What follows belongs to an exercise in optimizing a design on an open flow for small area, a short achievable clock period and few clock cycles; a production flow would make more cautious choices. Function was checked by simulation only, so behaviour that the tests miss may differ from the original.

Design lottery_scheduler, start of the top module:
module lottery_scheduler (
  input  logic           clk_i,
  input  logic           rst_ni,
  input  logic           in_valid_i,
  output logic           in_stall_o,
  input  logic [58:0]    in_req_i,
  output logic           out_valid_o,
  input  logic           out_stall_i,
  output logic [40:0]    out_res_o
);
  lsch_pkg::req_t in_req;
  assign in_req = lsch_pkg::req_t'(in_req_i);
  typedef enum logic [2:0] {
    StIdle  = 3'd0,
    StExec  = 3'd1,
    StDiv   = 3'd2,
    StMv1   = 3'd3,
    StMv2   = 3'd4
  } state_e;
  logic [15:0] tix_q [16];
  logic [15:0] use_q, rdy_q;
  logic [19:0] total_q;
  state_e      state_q;
  logic [2:0]  op_q;
  logic [3:0]  s_q, d_q;
  logic [15:0] t_q;
  logic        isr_q;
  logic [30:0] rv_q;
  logic [1:0]  gsel_q;       
  logic [1:0]  lsel_q;       
  logic [19:0] rem_q;        
  logic [21:0] t3_q;         
  logic [3:0]  cnt_q;        
  logic [3:0]  dig_q;        
  logic        walk_q;       
  logic [1:0]  pn_q;         
  logic [19:0] wrem_q;       
  logic        out_valid_q;
  logic        res_found_q;
  logic [3:0]  res_win_q;
  logic [15:0] res_moved_q;
  logic [15:0] g [4];
  logic [3:0]  glive;
  always_comb begin
    for (int i = 0; i < 4; i++) g[i] = tix_q[{gsel_q, 2'(i)}];
    glive = 4'((use_q & rdy_q) >> {gsel_q, 2'd0});
  end
  logic [15:0] tp;
  assign tp = g[lsel_q];
  logic s_use, s_rdy, d_use, d_rdy;
  assign s_use = use_q[s_q];
  assign s_rdy = rdy_q[s_q];
  assign d_use = use_q[d_q];
  assign d_rdy = rdy_q[d_q];
  logic out_free;
  assign out_free = !out_valid_q || !out_stall_i;
  logic exec_noop;
  always_comb begin
    case (op_q)
      lsch_pkg::OpAssign:  exec_noop = 1'b0;
      lsch_pkg::OpReady:   exec_noop = !(s_use && (s_rdy != isr_q));
      lsch_pkg::OpMove:    exec_noop = !(s_use && d_use && (s_q != d_q));
  ...
Size in the first run: ~5100 cells after synthesis, about 470 flip-flops, roughly 110 I/O pins, ~39000 µm² of cells after synthesis.
make LEC_CHECK=0 ABC_AREA=1 ABC_CLOCK_PERIOD_IN_PS=4000 CAP_MARGIN=10 CORE_MARGIN=2 CORE_UTILIZATION=40 PLACE_DENSITY=0.75 SETUP_SLACK_MARGIN=3.0 SLEW_MARGIN=10 TNS_END_PERCENT=5 finish   # period 8.0 ns
run.sh (not shown) runs the stock make flow with config.mk's settings and CLKGATE_MAP_FILE= SYNTH_SCRIPT=/design/flow/synth_recipe.tcl, a recipe that flattens the netlist after the stock synthesis.
The baseline ran to the end with no violations.
Testbench counts at the start, summed over its fixed seeds: cycles 30,578.
Rerun with:
ABC_AREA = not set   (was 1)
PLACE_DENSITY = not set   (was 0.75)
SETUP_SLACK_MARGIN = 3.5   (was 3.0)
The new run completed with no timing, DRC or antenna violations.
Routed wire length came out lower by 18%.
Clock-buffer cell count came out lower by 6.
Setup slack loses 0.64 ns.
Flip-flop and latch count does not change.
Design area came out lower by 4.6%.
Utilization came out higher by 0.63 points.
Global-route usage came out lower by 3.6 points.
Maximum frequency came out lower by 11%.
Rerun with:
ABC_AREA = 1   (was not set)
After rerunning:
- The changed run went through all stages and came out clean
- final cell count rises by a quarter to a third
- worst setup slack gains 0.59 ns
- die area increases by a few percent
Rerun with:
ABC_AREA = not set   (was 1)
CTS_BUF_LIST = sky130_fd_sc_hd__clkbuf_4 sky130_fd_sc_hd__clkbuf_8   (was not set)
SETUP_SLACK_MARGIN = 3.0   (was 3.5)
Result: The changed run completed without violations. Count of clock-buffer cells in the layout climbs by 51. Worst setup slack degrades by 0.56 ns. Via count falls by about a fifth. Cell count goes down by about a fifth. Wire length fell by a quarter to a third. Worst hold slack degrades by 0.019 ns. Synthesized area falls by a few percent. Cell area fell by a few percent. Synthesized cell count drops by a quarter to a third. Clock skew is higher by 0.012 ns.

lottery_scheduler again, from the RTL that the note above started with.
clock: 8.0 ns
lec_check: 0
abc_clock_period_in_ps: 5000
cap_margin: 20
core_margin: 2
core_utilization: 40
setup_slack_margin: 3.0
slew_margin: 20
The first run went through all stages and came out clean.
Testbench counts at the start, summed over its fixed seeds: cycles 30,578.
Then changed:
- ABC_AREA: not set -> 1
- ABC_CLOCK_PERIOD_IN_PS: 5000 -> 4000
- CAP_MARGIN: 20 -> 10
- SLEW_MARGIN: 20 -> 10
- TNS_END_PERCENT: not set -> 0
=> Global-route usage rose by 4.0 points; final area rose by 0.62%; via count rose by 21%; hold slack is better by 0.022 ns; clock skew rose by 0.011 ns; core utilization fell by 2.7 points.
Then changed:
- ABC_AREA: 1 -> not set
- TNS_END_PERCENT: 0 -> 5
What happened: The changed run finished with timing, DRC and antenna clean; global-route usage drops by 4.5 points; clock-buffer cell count climbs by 1.
Then changed:
- ABC_AREA: not set -> 1
- CORE_UTILIZATION: 40 -> 48
After rerunning:
- clock-buffer cell count came out lower by 2
- die area came out lower by 11%
- flip-flop and latch count stays the same
- critical path depth came out lower by 6
- worst setup slack improves by 0.52 ns
- global-route usage came out higher by 11 points

== job 2343 ==
Starting RTL as in the previous note.
export LEC_CHECK = 0
export ABC_CLOCK_PERIOD_IN_PS = 5000
export CAP_MARGIN = 20
export CORE_MARGIN = 2
export CORE_UTILIZATION = 40
export SETUP_SLACK_MARGIN = 3.0
export SLEW_MARGIN = 20
export TNS_END_PERCENT = 5
create_clock -name core_clock -period 8.0 [get_ports {clk_i}]
Job 2343 finished end to end and its layout was clean on timing, DRC and antenna.
Testbench counts of job 2343, summed over its fixed seeds: cycles 30,578.
Edits applied to the flow inputs when going from job 2343 to job 4133:
Settings: CAP_MARGIN: 20 -> 10; SLEW_MARGIN: 20 -> 10; ABC_AREA: unset -> 1; ABC_CLOCK_PERIOD_IN_PS: 5000 -> 4000.
==> comparison <==
- Iteration-0 DRC count of the detailed router in job 4133 vs job 2343: up 18%
- Post-route cell area in job 4133 is 580 µm² above job 2343.
- Top layer reached by signal wires: met5 -> job 4133, met4 -> job 2343
- Delta (job 4133 minus job 2343): compound-gate portion of the synthesized area -1.5 points, global-route usage +4.8 points, simple-gate share of the synthesized area +13 points.
> inputs changed (job 4133 -> job 896)
Settings: SETUP_SLACK_MARGIN changed from 3.0 to 2.5.
## What came out
- Job 896 finished end to end and its layout was clean on timing, DRC and antenna.
- Changes observed in job 896 relative to job 4133: sequential cell count neither gained nor lost much, multi-input gate share of the layout cell area picked up an extra 0.16 points, transition time of the tightest slew-check pin lost 0.016 ns, cell area after placement neither gained nor lost much.
- On job 896: post-layout instance area is about 1.3% lower than what job 4133 gave.
- Delta (job 896 minus job 4133): multi-input logic area down 240 µm².

lottery_scheduler, a different RTL version from the one above (not shown whole).
Size: about 4700 cells after synthesis, about 470 flip-flops, about 37000 µm² of cells after synthesis.
clock: 8.0 ns
lec_check: 0
abc_area: 1
abc_clock_period_in_ps: 4000
cap_margin: 10
core_margin: 2
core_utilization: 44
setup_slack_margin: 3.0
slew_margin: 10
tns_end_percent: 0
Testbench counts at the start, summed over its fixed seeds: cycles 30,200.
Then changed:
--- a/flow/config.mk
+++ b/flow/config.mk
@@ -11,3 +11,3 @@
 export CORE_MARGIN = 2
-export CORE_UTILIZATION = 44
+export CORE_UTILIZATION = 40
 export SETUP_SLACK_MARGIN = 3.0
Outcome: The changed run produced a clean layout; synthesized cell count is unchanged; worst setup slack is better by 0.092 ns; wire length rose by 3.2%.

## port drivers added, routing unchanged
How much do the figures lean on ideal ports? The routed layouts below were timed once more, with nothing changed but the port constraints.
Step 1: set_driving_cell puts a clkbuf_16 on clk_i and a buf_2 on each other input, an assumption about the parent block.
Step 2 times the ports against the registers' clock, not the clock port: input delays grow and output delays shrink by t, the midpoint of the rising clock arrivals with the driver on.
Slacks: no drivers / after step 1 / after step 2; pairs: no drivers / after step 1.
| run | t, ns | slack for setup (ns) | latest minus earliest clock arrival (ns) | worst register clock-pin slew, ns |
|---|---|---|---|---|
| the first run of note 1 | 0.686 | 2.811 / 2.811 / 2.377 | 0.029 / 0.029 | 0.07 / 0.07 |
| the second run of note 1 | 0.673 | 2.176 / 2.170 / 2.176 | 0.065 / 0.065 | 0.07 / 0.07 |
| the third run of note 1 | 0.704 | 2.764 / 2.692 / 2.299 | 0.035 / 0.035 | 0.08 / 0.08 |
| the fourth run of note 1 | 0.764 | 2.200 / 2.171 / 2.067 | 0.046 / 0.046 | 0.08 / 0.08 |
| the first run of note 2 | 0.695 | 2.142 / 2.142 / 2.142 | 0.034 / 0.035 | 0.07 / 0.07 |
| the second run of note 2 | 0.695 | 2.783 / 2.783 / 2.475 | 0.040 / 0.040 | 0.07 / 0.07 |
| the third run of note 2 | 0.675 | 2.185 / 2.160 / 1.705 | 0.065 / 0.065 | 0.07 / 0.07 |
| the fourth run of note 2 | 0.694 | 2.704 / 2.628 / 2.220 | 0.016 / 0.016 | 0.07 / 0.07 |
| job 2343 | 0.690 | 2.153 / 2.153 / 2.078 | 0.046 / 0.046 | 0.07 / 0.07 |
| job 4133 | 0.698 | 2.697 / 2.697 / 2.310 | 0.039 / 0.038 | 0.07 / 0.07 |
| job 896 | 0.691 | 2.579 / 2.506 / 2.202 | 0.025 / 0.025 | 0.07 / 0.07 |
| the first run of note 4 | 0.693 | 2.527 / 2.527 / 2.136 | 0.035 / 0.036 | 0.07 / 0.07 |
| the second run of note 4 | 0.697 | 2.618 / 2.618 / 2.291 | 0.032 / 0.032 | 0.07 / 0.07 |
After both steps every run listed still meets setup and hold. The setup slack of the fourth run of note 2, which loses most, moves by -0.076 ns with the drivers and by -0.484 ns with both steps.
